From an optimization exercise on the open Yosys and OpenROAD flow, aimed at small area, a short achievable clock period and few clock cycles per item; shortcuts taken in it are not production practice. RTL that was checked went through simulation tests only; none was proved equivalent to the original. Power and IR drop assume default switching activity.

Setup of job 6351:
Design burst_interval_monitor, start of the top module:
module burst_interval_monitor (
   input  wire logic                             clock,
   input  wire logic                             reset,
   input  wire logic                             req_tvalid,
   output logic                                  req_tready,
   input  wire logic [bim_pkg::REQ_DATA_W-1:0]   req_tdata,
   input  wire logic [bim_pkg::REQ_USER_W-1:0]   req_tuser,
   output logic                                  rsp_tvalid,
   input  wire logic                             rsp_tready,
   output logic [bim_pkg::RSP_DATA_W-1:0]        rsp_tdata,
   output logic [bim_pkg::RSP_USER_W-1:0]        rsp_tuser,
   input  wire logic                             csr_we,
   input  wire logic [bim_pkg::CSR_IDX_W-1:0]    csr_index,
   input  wire logic [bim_pkg::CFG_W-1:0]        csr_wdata
);
   logic [CFG_W-1:0] expected_ff, timeout_ff;
   logic             r_valid, r_op, r_qual;
   logic [TS_W-1:0]  r_ts;
   assign r_valid = req_tvalid;
   assign r_op    = req_tuser[0];
   assign r_qual  = req_tuser[1] && (req_tdata[FC_W-1:FC_W-4] == SUBTYPE_ACTION);
   assign r_ts    = req_tdata[FC_W+TS_W-1:FC_W];
   logic             active_ff, has_prev_ff;
   logic [TS_W-1:0]  last_ff, prev_last_ff;
   logic [3:0]       n_ff;
   logic [IVL_W-1:0] ring [RING_DEPTH];
   logic [SUM_W-1:0] sum_ff;        
   logic             load_pend;     
   logic             new_sp, new_ep, new_k1;
   logic             old_sp, old_ep, old_k1;
   logic [3:0]       old_cnt;
   logic             div_load, div_busy, div_done, div_consume;
   logic [IVL_W-1:0] div_q;
   logic [OFS_W-1:0] div_inst;
   logic             old_busy, stall, go;
   logic             new_sp_t, new_ep_t, old_sp_t, old_ep_t;
   logic [TS_W-1:0]  elapsed;
   logic             hit, is_end, is_start, push;
   logic [IVL_W-1:0] ivl;
   assign old_busy   = old_sp | old_ep;
  ...
Settings: LEC_CHECK=0, ABC_AREA=1, CAP_MARGIN=5, CORE_MARGIN=2, CORE_UTILIZATION=55, GPL_ROUTABILITY_DRIVEN=0, SETUP_SLACK_MARGIN=0.6, SLEW_MARGIN=5; clock period 6.0 ns.
run.sh (not shown) runs the stock make flow with config.mk's settings and CLKGATE_MAP_FILE= SYNTH_SCRIPT=/design/flow/synth_recipe.tcl, a recipe that flattens the netlist after the stock synthesis.
Testbench counts of job 6351, summed over its fixed seeds: cycles 2,536, items 2,424.
## Diff of input files: job 7978 against job 6351
diff --git a/flow/config.mk b/flow/config.mk
--- a/flow/config.mk
+++ b/flow/config.mk
@@ -13 +13 @@
-export SETUP_SLACK_MARGIN = 0.6
+export SETUP_SLACK_MARGIN = 1.0
Job 7978: done, clean on timing, DRC and antenna
Final instance count without filler cells for job 7978: about 0.9% up relative to job 6351
Clock period minus final worst setup slack on job 7978 is up relative to job 6351.
The net switching power figure on job 6351 is in line with that on job 7978.
Job 7978 reports a higher via count than job 6351 does.
Wire: job 7978 routes more than job 6351
As far as initial core utilization goes, job 6351 and job 7978 are indistinguishable; the numbers are identical.
On final sequential cell count, job 6351 tracks job 7978 almost exactly.
Against job 6351, job 7978 comes in 0.0060 ns higher on hold slack.
Edits applied to the flow inputs when going from job 7978 to job 5288:
diff --git a/flow/config.mk b/flow/config.mk
--- a/flow/config.mk
+++ b/flow/config.mk
@@ -13 +13 @@
-export SETUP_SLACK_MARGIN = 1.0
+export SETUP_SLACK_MARGIN = 0.3
### Flow results
In job 5288, the worst hold slack across all endpoints came out 0.0057 ns below the value in job 7978. Between job 5288 and job 7978, the difference in met1 routed wirelength after detailed routing is negligible. For job 5288, the cell at the slowest stage of the critical path was sky130_fd_sc_hd__fa_2, unlike job 7978, where it was sky130_fd_sc_hd__edfxtp_1. Job 5288 vs job 7978, slack of the critical path went down by 0.043 ns. Summary of job 5288 over job 7978: wire length on met3 went down; buffer and inverter count on the worst path did not really move. The worst voltage drop across the vdd grid was comparable across job 5288 and job 7978. When job 5288 is measured against job 7978, its global-route usage turns out 0.18 points lower. Overall routed net length on job 5288 is down relative to job 7978. In summary, job 5288 completed successfully, with a layout that passed the timing, design-rule and antenna checks.
Setup changes, job 5288 to job 4052
diff --git a/flow/config.mk b/flow/config.mk
--- a/flow/config.mk
+++ b/flow/config.mk
@@ -9 +9 @@
-export CAP_MARGIN = 5
+export CAP_MARGIN = 0
@@ -14 +14 @@
-export SLEW_MARGIN = 5
+export SLEW_MARGIN = 0
--- outcome ---
- Final wirelength came out exactly the same in job 4052 and job 5288.
- Re multi-input logic area: no difference whatsoever between job 4052 and job 5288.
- [compare] base=job 5288 new=job 4052: TritonCTS buffer count essentially unchanged; final worst-path setup slack was more or less identical; clock share of power level.
- Comparing job 4052 against job 5288, there is no change at all in number of global-route vias before repair.
- Between job 4052 and job 5288, the sequential fraction of the synthesis area does not differ in any meaningful way.
- Between job 5288 and job 4052, the sequential share of layout area figures differ only marginally.
- From job 5288 to job 4052, synthesized area did not move at all.
- From job 5288 to job 4052, total vias in the final route did not move at all.

---

== build 39 ==
burst_interval_monitor, a different RTL version from the one above (not shown whole).
Size: about 4400 cells after synthesis, roughly 250 I/O pins.
Design burst_interval_monitor, start of the top module:
module burst_interval_monitor (
   input  wire logic                             clock,
   input  wire logic                             reset,
   input  wire logic                             req_tvalid,
   output logic                                  req_tready,
   input  wire logic [bim_pkg::REQ_DATA_W-1:0]   req_tdata,
   input  wire logic [bim_pkg::REQ_USER_W-1:0]   req_tuser,
   output logic                                  rsp_tvalid,
   input  wire logic                             rsp_tready,
   output logic [bim_pkg::RSP_DATA_W-1:0]        rsp_tdata,
   output logic [bim_pkg::RSP_USER_W-1:0]        rsp_tuser,
   input  wire logic                             csr_we,
   input  wire logic [bim_pkg::CSR_IDX_W-1:0]    csr_index,
   input  wire logic [bim_pkg::CFG_W-1:0]        csr_wdata
);
export LEC_CHECK = 0
export ABC_AREA = 1
export CAP_MARGIN = 5
export CORE_MARGIN = 2
export CORE_UTILIZATION = 48
export GPL_ROUTABILITY_DRIVEN = 0
export SETUP_SLACK_MARGIN = 0.3
export SLEW_MARGIN = 5
create_clock -name core_clock -period 6.0 [get_ports {clock}]
Testbench counts of build 39, summed over its fixed seeds: cycles 2,536, items 2,424.
Setup changes, build 39 to build 81
- a change of CORE_UTILIZATION from 48 to 55
### Flow results
- Global-route usage for build 81 is higher than for build 39.
- From build 39 to build 81 the numbers moved as follows: number of global-route vias before repair lower; vertical extent of the die decreased 18 µm.
diff inputs: build 81 => build 4
- a change of SETUP_SLACK_MARGIN from 0.3 to 0.4
Findings:
- Compared with build 81, in build 4 fmax lost about 0.7%; final total power about even; power density over cell area about even.
- Looking at post-CTS repair timing setup buffer count, build 4 sits above build 81.
- Build 81 ended up with sky130_fd_sc_hd__dfxtp_1 as its standard cell with the maximum stage delay on the critical path; build 4 ended up with sky130_fd_sc_hd__edfxtp_1.
- On fraction of power consumed by the clock network, build 81 and build 4 are basically level.
- There was hardly any difference in cell area between build 4 and build 81.
- Between build 4 and build 81, the all-layer global routing usage does not differ in any meaningful way.
- Compared build 81 against build 4; via count within noise.
- Final standard cell count with taps included and fillers excluded delta (build 4 -> build 81): insignificant
## Diff of input files: build 14 against build 4
- SETUP_SLACK_MARGIN now 0.3, was 0.4
- GPL_TIMING_DRIVEN now 1, previously not set
### Flow results
- Build 14 reached the final stage; the timing, design-rule and antenna checks on its layout passed.
- Between build 4 and build 14, the fraction of final layout cells sized beyond drive strength 1 does not differ in any meaningful way.
- When build 14 is measured against build 4, its routed length on met3 turns out 2.5% lower.
- Comparing build 4 with build 14, the design area came out essentially unchanged.
- Compared with build 4, in build 14 number of antenna-violating nets in the routed design was more or less identical, number of flip-flops and latches was more or less identical, worst hold slack after final layout was more or less identical.

---

burst_interval_monitor, a different RTL version from the one above (not shown whole).
For scale: ~4100 cells after synthesis, ~670 flip-flops, roughly 250 I/O pins, about 40000 µm² of cells after synthesis.
export LEC_CHECK = 0
export CAP_MARGIN = 20
export CORE_MARGIN = 2
export CORE_UTILIZATION = 40
export SETUP_SLACK_MARGIN = 2.0
export SLEW_MARGIN = 20
create_clock -name core_clock -period 6.0 [get_ports {clock}]
Next try:
Settings changed: ABC_AREA from default to 1.
Outcome:
- first-iteration DRC count goes down by 3.1%
- wire length goes down by 6.2%
- fmax goes down by 0.48%
- power goes up by about 2.4%
- count of clock-buffer cells in the layout goes up by 5
No functional check of the RTL was part of any run of this note.

what the ideal ports hide:
No port has a modelled driver above. Below, the same layouts with a new extraction and two added sets of constraints. Step 1, drivers: a clkbuf_16 drives clock and a buf_2 each remaining input, both assumed. Step 2 times the ports against the registers' clock, not the clock port: input delays grow and output delays shrink by t, the midpoint of the rising clock arrivals with the driver on. Three values: no drivers, after step 1, after step 2; two values: the first two.
run | t (ns) | slack for setup (ns) | worst setup path after step 2 | worst register clock-pin slew, ns
job 6351 | 0.696 | 0.224 / 0.159 / 0.190 | input to register | 0.06 / 0.06
job 7978 | 0.697 | 0.160 / 0.094 / 0.595 | input to register | 0.06 / 0.06
job 5288 | 0.694 | 0.117 / 0.051 / 0.182 | input to register | 0.06 / 0.06
job 4052 | 0.694 | 0.117 / 0.051 / 0.182 | input to register | 0.06 / 0.06
build 39 | 0.679 | 0.254 / 0.186 / 0.068 | input to register | 0.06 / 0.06
build 81 | 0.678 | 0.446 / 0.379 / 0.055 | input to register | 0.06 / 0.06
build 4 | 0.679 | 0.406 / 0.338 / 0.126 | input to register | 0.06 / 0.06
build 14 | 0.678 | 0.446 / 0.379 / 0.055 | input to register | 0.06 / 0.06
the first run of note 3 | 0.689 | 0.379 / 0.313 / 0.514 | register to register | 0.07 / 0.07
the second run of note 3 | 0.736 | 0.352 / 0.285 / 1.020 | register to output | 0.07 / 0.07
After both steps every run listed still meets setup and hold.
